This is an optimization exercise on Yosys and OpenROAD, whose aim is small area, a short achievable clock period and few clock cycles per item, not a production implementation. At most, simulation tests tie the RTL to the original design; equivalence was not proved.

==> inputs of job 8655 <==
// float_mul_pipe
module float_mul_pipe #(
  parameter int E_BIT = 8,
  parameter int F_BIT = 23,
  parameter int TAG_W = 4
) (
  input  logic                 clk,
  input  logic                 rst,
  input  logic                 in_valid,
  output logic                 in_ready,
  input  logic [E_BIT+F_BIT:0] in_a,
  input  logic [E_BIT+F_BIT:0] in_b,
  input  logic [TAG_W-1:0]     in_tag,
  output logic                 out_valid,
  input  logic                 out_ready,
  output logic [E_BIT+F_BIT:0] out_p,
  output logic [TAG_W-1:0]     out_tag,
  output logic [3:0]           out_flags
);
clock: 8.0 ns
lec_check: 0
cap_margin: 20
core_margin: 2
core_utilization: 60
slew_margin: 20
run.sh (not shown) runs the stock make flow with config.mk's settings and CLKGATE_MAP_FILE= SYNTH_SCRIPT=/design/flow/synth_recipe.tcl, a recipe that flattens the netlist after the stock synthesis.
==> job 7670 (differences from job 8655) <==
--- a/flow/config.mk
+++ b/flow/config.mk
@@ -9,3 +9,4 @@
 export CORE_MARGIN = 2
 export CORE_UTILIZATION = 60
+export SETUP_SLACK_MARGIN = 4.5
 export SLEW_MARGIN = 20
==> comparison <==
- Job 7670 completed without violations. Job 8655 completed without violations.
- Against job 8655, the via count of job 7670 is larger by 5.9%.
- In job 8655 the register-to-register slack is worse than in job 7670, by 1.0 ns.
- Against job 8655, the clock skew of job 7670 is higher by 0.0036 ns.
- In job 7670 the global-route usage is higher than in job 8655, by 2.2 points.
- Between job 7670 and job 8655, the lower worst hold slack is in job 7670 (gap 0.0094 ns).
- In job 8655 the maximum frequency is smaller than in job 7670, by about 14%.
- Of job 7670 and job 8655, job 7670 has the higher routed wire length (gap 11%, measured against job 8655).
- In job 7670 the core utilization is higher than in job 8655, by 8.4 points.
- In die area, job 8655 and job 7670 do not differ.
==> figures <==
metric	job 7670	job 8655
Status	finished clean	finished clean
Commonest non-fill, non-tap cell in the layout	sky130_fd_sc_hd__edfxtp_1	sky130_fd_sc_hd__a22oi_1
Number of placed cells counting well taps	3,042	3,039
Footprint of the multi-input gates	0.0185 sq mm	0.0167 sq mm
Startpoint of the most critical setup path	r1_c[15]	r1_s[11]
Minimum clock period	6.56 ns	7.59 ns
Fin util	76.2%	67.7%
Data required time of the worst path	8.43 ns	8.41 ns
Post-detailed-placement half-perimeter wirelength	49.2 mm	49.1 mm
Global Route Usage Sum	33.2%	31.0%
Worst slack after detailed placement	0.307 ns	0.400 ns
Post-CTS sizing	223	0
Number of ordinary and repair buffers in the finished layout	311	181
Per-cell via count in the routed design	6.45	6.36
Number of buffers added for setup after CTS	65	0
Routability congestion estimate	0.922	0.915
R2r startpoint	r1_c[15]	r1_s[11]
Clock buffer instance count of the final layout	36	43
Worst hold slack	0.412 ns	0.422 ns
Worst path setup slack after routing	1.44 ns	0.412 ns
FILL cells	2,765	3,338
Number of buffer and inverter instances along the worst setup path	4	1
No run of this note included a check of the RTL's function; only the layout flow was run.


==> inputs of v17 <==
float_mul_pipe, a different RTL version from the one above (not shown whole).
Settings: LEC_CHECK=0, CAP_MARGIN=20, CORE_MARGIN=2, CORE_UTILIZATION=60, SLEW_MARGIN=20, SYNTH_HIERARCHICAL=1, SYNTH_MINIMUM_KEEP_SIZE=0; clock period 8.0 ns.
==> v19: changes against v17 <==
--- a/flow/design.v
+++ b/flow/design.v
@@ -1128,91 +1128,90 @@
   assign w_cy[45] = sk5_g44;
   assign w_cy[46] = sk5_g45;
   assign w_cy[47] = sk5_g46;
   assign w_prod[47:22] = w_pr[47:22] ^ w_cy;
   assign w_prod[21:0] = 22'd0;   
   logic        w_msb;
   logic        w_g1, w_g0, w_st1, w_st0, w_up1, w_up0, w_inexact;
-  logic [22:0] w_q, w_pa;       
-  logic [22:0] w_z1, w_z0, w_i1, w_i0, w_frac;
-  logic        w_all1, w_all0, w_carry;
+  logic [46:24] w_t;
+  logic [21:0]  w_tq, w_qa;     
+  logic [22:0]  w_o1, w_o0;     
+  logic [22:0]  w_z1, w_z0, w_i1, w_i0, w_frac;
+  logic         w_all1, w_all0, w_carry;
   assign w_msb = w_prod[47];
   assign w_g1  = w_prod[23];
   assign w_st1 = r1_st1;
   assign w_g0  = w_prod[22];
   assign w_st0 = r1_st0;
-  assign w_q   = w_prod[46:24];
+  assign w_t  = w_pr[46:24] ^ w_g[45:23];
+  assign w_tq = w_t[46:25];
   wire ap0_1;
-  fmul_and2 u_ap0_1 (.a(w_q[1]), .b(w_q[0]), .y(ap0_1));
+  fmul_and2 u_ap0_1 (.a(w_tq[1]), .b(w_tq[0]), .y(ap0_1));
   wire ap0_3;
-  fmul_and2 u_ap0_3 (.a(w_q[3]), .b(w_q[2]), .y(ap0_3));
+  fmul_and2 u_ap0_3 (.a(w_tq[3]), .b(w_tq[2]), .y(ap0_3));
   wire ap0_5;
-  fmul_and2 u_ap0_5 (.a(w_q[5]), .b(w_q[4]), .y(ap0_5));
+  fmul_and2 u_ap0_5 (.a(w_tq[5]), .b(w_tq[4]), .y(ap0_5));
   wire ap0_7;
-  fmul_and2 u_ap0_7 (.a(w_q[7]), .b(w_q[6]), .y(ap0_7));
+  fmul_and2 u_ap0_7 (.a(w_tq[7]), .b(w_tq[6]), .y(ap0_7));
   wire ap0_9;
-  fmul_and2 u_ap0_9 (.a(w_q[9]), .b(w_q[8]), .y(ap0_9));
+  fmul_and2 u_ap0_9 (.a(w_tq[9]), .b(w_tq[8]), .y(ap0_9));
   wire ap0_11;
-  fmul_and2 u_ap0_11 (.a(w_q[11]), .b(w_q[10]), .y(ap0_11));
+  fmul_and2 u_ap0_11 (.a(w_tq[11]), .b(w_tq[10]), .y(ap0_11));
   wire ap0_13;
-  fmul_and2 u_ap0_13 (.a(w_q[13]), .b(w_q[12]), .y(ap0_13));
+  fmul_and2 u_ap0_13 (.a(w_tq[13]), .b(w_tq[12]), .y(ap0_13));
   wire ap0_15;
-  fmul_and2 u_ap0_15 (.a(w_q[15]), .b(w_q[14]), .y(ap0_15));
+  fmul_and2 u_ap0_15 (.a(w_tq[15]), .b(w_tq[14]), .y(ap0_15));
   wire ap0_17;
-  fmul_and2 u_ap0_17 (.a(w_q[17]), .b(w_q[16]), .y(ap0_17));
+  fmul_and2 u_ap0_17 (.a(w_tq[17]), .b(w_tq[16]), .y(ap0_17));
   wire ap0_19;
-  fmul_and2 u_ap0_19 (.a(w_q[19]), .b(w_q[18]), .y(ap0_19));
+  fmul_and2 u_ap0_19 (.a(w_tq[19]), .b(w_tq[18]), .y(ap0_19));
   wire ap0_21;
-  fmul_and2 u_ap0_21 (.a(w_q[21]), .b(w_q[20]), .y(ap0_21));
+  fmul_and2 u_ap0_21 (.a(w_tq[21]), .b(w_tq[20]), .y(ap0_21));
   wire ap1_2;
-  fmul_and2 u_ap1_2 (.a(w_q[2]), .b(ap0_1), .y(ap1_2));
+  fmul_and2 u_ap1_2 (.a(w_tq[2]), .b(ap0_1), .y(ap1_2));
   wire ap1_3;
   fmul_and2 u_ap1_3 (.a(ap0_3), .b(ap0_1), .y(ap1_3));
   wire ap1_6;
-  fmul_and2 u_ap1_6 (.a(w_q[6]), .b(ap0_5), .y(ap1_6));
+  fmul_and2 u_ap1_6 (.a(w_tq[6]), .b(ap0_5), .y(ap1_6));
   wire ap1_7;
   fmul_and2 u_ap1_7 (.a(ap0_7), .b(ap0_5), .y(ap1_7));
   wire ap1_10;
-  fmul_and2 u_ap1_10 (.a(w_q[10]), .b(ap0_9), .y(ap1_10));
+  fmul_and2 u_ap1_10 (.a(w_tq[10]), .b(ap0_9), .y(ap1_10));
   wire ap1_11;
   fmul_and2 u_ap1_11 (.a(ap0_11), .b(ap0_9), .y(ap1_11));
   wire ap1_14;
-  fmul_and2 u_ap1_14 (.a(w_q[14]), .b(ap0_13), .y(ap1_14));
+  fmul_and2 u_ap1_14 (.a(w_tq[14]), .b(ap0_13), .y(ap1_14));
   wire ap1_15;
   fmul_and2 u_ap1_15 (.a(ap0_15), .b(ap0_13), .y(ap1_15));
   wire ap1_18;
-  fmul_and2 u_ap1_18 (.a(w_q[18]), .b(ap0_17), .y(ap1_18));
+  fmul_and2 u_ap1_18 (.a(w_tq[18]), .b(ap0_17), .y(ap1_18));
   wire ap1_19;
   fmul_and2 u_ap1_19 (.a(ap0_19), .b(ap0_17), .y(ap1_19));
-  wire ap1_22;
-  fmul_and2 u_ap1_22 (.a(w_q[22]), .b(ap0_21), .y(ap1_22));
   wire ap2_4;
-  fmul_and2 u_ap2_4 (.a(w_q[4]), .b(ap1_3), .y(ap2_4));
+  fmul_and2 u_ap2_4 (.a(w_tq[4]), .b(ap1_3), .y(ap2_4));
   wire ap2_5;
   fmul_and2 u_ap2_5 (.a(ap0_5), .b(ap1_3), .y(ap2_5));
   wire ap2_6;
   fmul_and2 u_ap2_6 (.a(ap1_6), .b(ap1_3), .y(ap2_6));
   wire ap2_7;
   fmul_and2 u_ap2_7 (.a(ap1_7), .b(ap1_3), .y(ap2_7));
   wire ap2_12;
-  fmul_and2 u_ap2_12 (.a(w_q[12]), .b(ap1_11), .y(ap2_12));
+  fmul_and2 u_ap2_12 (.a(w_tq[12]), .b(ap1_11), .y(ap2_12));
   wire ap2_13;
   fmul_and2 u_ap2_13 (.a(ap0_13), .b(ap1_11), .y(ap2_13));
   wire ap2_14;
   fmul_and2 u_ap2_14 (.a(ap1_14), .b(ap1_11), .y(ap2_14));
   wire ap2_15;
   fmul_and2 u_ap2_15 (.a(ap1_15), .b(ap1_11), .y(ap2_15));
   wire ap2_20;
-  fmul_and2 u_ap2_20 (.a(w_q[20]), .b(ap1_19), .y(ap2_20));
+  fmul_and2 u_ap2_20 (.a(w_tq[20]), .b(ap1_19), .y(ap2_20));
   wire ap2_21;
   fmul_and2 u_ap2_21 (.a(ap0_21), .b(ap1_19), .y(ap2_21));
-  wire ap2_22;
-  fmul_and2 u_ap2_22 (.a(ap1_22), .b(ap1_19), .y(ap2_22));
   wire ap3_8;
-  fmul_and2 u_ap3_8 (.a(w_q[8]), .b(ap2_7), .y(ap3_8));
+  fmul_and2 u_ap3_8 (.a(w_tq[8]), .b(ap2_7), .y(ap3_8));
   wire ap3_9;
   fmul_and2 u_ap3_9 (.a(ap0_9), .b(ap2_7), .y(ap3_9));
   wire ap3_10;
   fmul_and2 u_ap3_10 (.a(ap1_10), .b(ap2_7), .y(ap3_10));
   wire ap3_11;
   fmul_and2 u_ap3_11 (.a(ap1_11), .b(ap2_7), .y(ap3_11));
   wire ap3_12;
@@ -1220,56 +1219,55 @@
   wire ap3_13;
   fmul_and2 u_ap3_13 (.a(ap2_13), .b(ap2_7), .y(ap3_13));
   wire ap3_14;
   fmul_and2 u_ap3_14 (.a(ap2_14), .b(ap2_7), .y(ap3_14));
   wire ap3_15;
   fmul_and2 u_ap3_15 (.a(ap2_15), .b(ap2_7), .y(ap3_15));
   wire ap4_16;
-  fmul_and2 u_ap4_16 (.a(w_q[16]), .b(ap3_15), .y(ap4_16));
+  fmul_and2 u_ap4_16 (.a(w_tq[16]), .b(ap3_15), .y(ap4_16));
   wire ap4_17;
   fmul_and2 u_ap4_17 (.a(ap0_17), .b(ap3_15), .y(ap4_17));
   wire ap4_18;
   fmul_and2 u_ap4_18 (.a(ap1_18), .b(ap3_15), .y(ap4_18));
   wire ap4_19;
   fmul_and2 u_ap4_19 (.a(ap1_19), .b(ap3_15), .y(ap4_19));
   wire ap4_20;
   fmul_and2 u_ap4_20 (.a(ap2_20), .b(ap3_15), .y(ap4_20));
   wire ap4_21;
   fmul_and2 u_ap4_21 (.a(ap2_21), .b(ap3_15), .y(ap4_21));
-  wire ap4_22;
-  fmul_and2 u_ap4_22 (.a(ap2_22), .b(ap3_15), .y(ap4_22));
-  assign w_pa[0] = w_q[0];
-  assign w_pa[1] = ap0_1;
-  assign w_pa[2] = ap1_2;
-  assign w_pa[3] = ap1_3;
-  assign w_pa[4] = ap2_4;
-  assign w_pa[5] = ap2_5;
-  assign w_pa[6] = ap2_6;
-  assign w_pa[7] = ap2_7;
-  assign w_pa[8] = ap3_8;
-  assign w_pa[9] = ap3_9;
-  assign w_pa[10] = ap3_10;
-  assign w_pa[11] = ap3_11;
-  assign w_pa[12] = ap3_12;
-  assign w_pa[13] = ap3_13;
-  assign w_pa[14] = ap3_14;
-  assign w_pa[15] = ap3_15;
-  assign w_pa[16] = ap4_16;
-  assign w_pa[17] = ap4_17;
-  assign w_pa[18] = ap4_18;
-  assign w_pa[19] = ap4_19;
-  assign w_pa[20] = ap4_20;
-  assign w_pa[21] = ap4_21;
-  assign w_pa[22] = ap4_22;
+  assign w_qa[0] = w_tq[0];
+  assign w_qa[1] = ap0_1;
+  assign w_qa[2] = ap1_2;
+  assign w_qa[3] = ap1_3;
+  assign w_qa[4] = ap2_4;
+  assign w_qa[5] = ap2_5;
+  assign w_qa[6] = ap2_6;
+  assign w_qa[7] = ap2_7;
+  assign w_qa[8] = ap3_8;
+  assign w_qa[9] = ap3_9;
+  assign w_qa[10] = ap3_10;
+  assign w_qa[11] = ap3_11;
+  assign w_qa[12] = ap3_12;
+  assign w_qa[13] = ap3_13;
+  assign w_qa[14] = ap3_14;
+  assign w_qa[15] = ap3_15;
+  assign w_qa[16] = ap4_16;
+  assign w_qa[17] = ap4_17;
+  assign w_qa[18] = ap4_18;
+  assign w_qa[19] = ap4_19;
+  assign w_qa[20] = ap4_20;
+  assign w_qa[21] = ap4_21;
+  assign w_o1 = {w_qa[20:0] & {21{w_prod[24]}}, w_prod[24], 1'b1};
+  assign w_o0 = {w_qa[19:0] & {20{w_prod[23] & w_t[24]}}, w_prod[23] & w_t[24], w_prod[23], 1'b1};
   assign w_z1 = w_prod[46:24];
   assign w_z0 = w_prod[45:23];
-  assign w_i1 = w_z1 ^ {w_pa[21:0], 1'b1};
-  assign w_i0 = w_z0 ^ {w_pa[20:0] & {21{w_prod[23]}}, w_prod[23], 1'b1};
-  assign w_all1 = w_pa[22];
-  assign w_all0 = w_pa[21] & w_prod[23];
+  assign w_i1 = w_z1 ^ w_o1;
+  assign w_i0 = w_z0 ^ w_o0;
+  assign w_all1 = w_prod[24] & w_qa[21];
+  assign w_all0 = w_prod[23] & w_t[24] & w_qa[20];
   assign w_up1 = w_g1 & (w_st1 | w_z1[0]);
   assign w_up0 = w_g0 & (w_st0 | w_z0[0]);
   always_comb begin
     if (w_msb) begin
       w_frac  = w_up1 ? w_i1 : w_z1;
       w_carry = w_up1 & w_all1;
     end else begin
- SETUP_SLACK_MARGIN: unset -> 4.2
==> v33: changes against v17 <==
- SETUP_SLACK_MARGIN: unset -> 3.5
==> results.json <==
{
  "slowest_delay_ps": 620,
  "outcome": "complete, no violations",
  "drt_iter0_markers": 2198,
  "met1_length_mm": 29.9,
  "multi_input_area_um2": 18200,
  "crit_slowest_cell": "fa_2",
  "postCtsSetupBuffers": 85
}
-- figures above: v19

==> results.json <==
{
  "crit_slowest_cell": "ha_1",
  "cp_data_required_time_ps": 8420,
  "outcome": "complete, no violations",
  "multi_input_area_um2": 16500,
  "met1_length_mm": 28.5,
  "ant_nets": 0,
  "drt_iter0_markers": 2292,
  "postCtsSetupBuffers": 0
}
-- figures above: v17

==> results.json <==
{
  "multi_input_area_um2": 17300,
  "outcome": "complete, no violations",
  "slowest_delay_ps": 420,
  "crit_slowest_cell": "edfxtp_1",
  "drt_iter0_markers": 2046,
  "postCtsSetupBuffers": 42
}
-- figures above: v33

Testbench counts of v19, summed over its fixed seeds: cycles 160,024, items 160,000.
Function not checked in v17 and v33: the RTL went through the layout flow alone.

-- port drivers added, routing unchanged --
How much do the figures lean on ideal ports? The routed layouts below were timed once more, with nothing changed but the port constraints.
Step 1 assumes that a clkbuf_16 drives the clock port and a buf_2 every other input.
Step 2, shift: input delay + t, output delay - t, t = (earliest + latest rising clock arrival at the registers) / 2. This alone moves slack from input paths to output paths.
Three values: ideal ports, drivers, drivers and shift; two values: the first two.
run | t (ns) | setup WS [ns] | hold WS [ns]
job 8655 | 0.653 | 0.412 / 0.412 / 0.412 | 0.422 / 0.422 / 0.422
job 7670 | 0.651 | 1.445 / 1.445 / 1.445 | 0.412 / 0.412 / 0.412
v17 | 0.645 | 1.362 / 1.362 / 1.362 | 0.420 / 0.420 / 0.420
v19 | 0.599 | 4.016 / 4.016 / 3.678 | 0.412 / 0.412 / 0.412
v33 | 0.635 | 2.967 / 2.967 / 2.967 | 0.418 / 0.418 / 0.418
After both steps every run listed still meets setup and hold. The setup slack of v19, which loses most, moves by 0.000 ns with the drivers and by -0.338 ns with both steps.
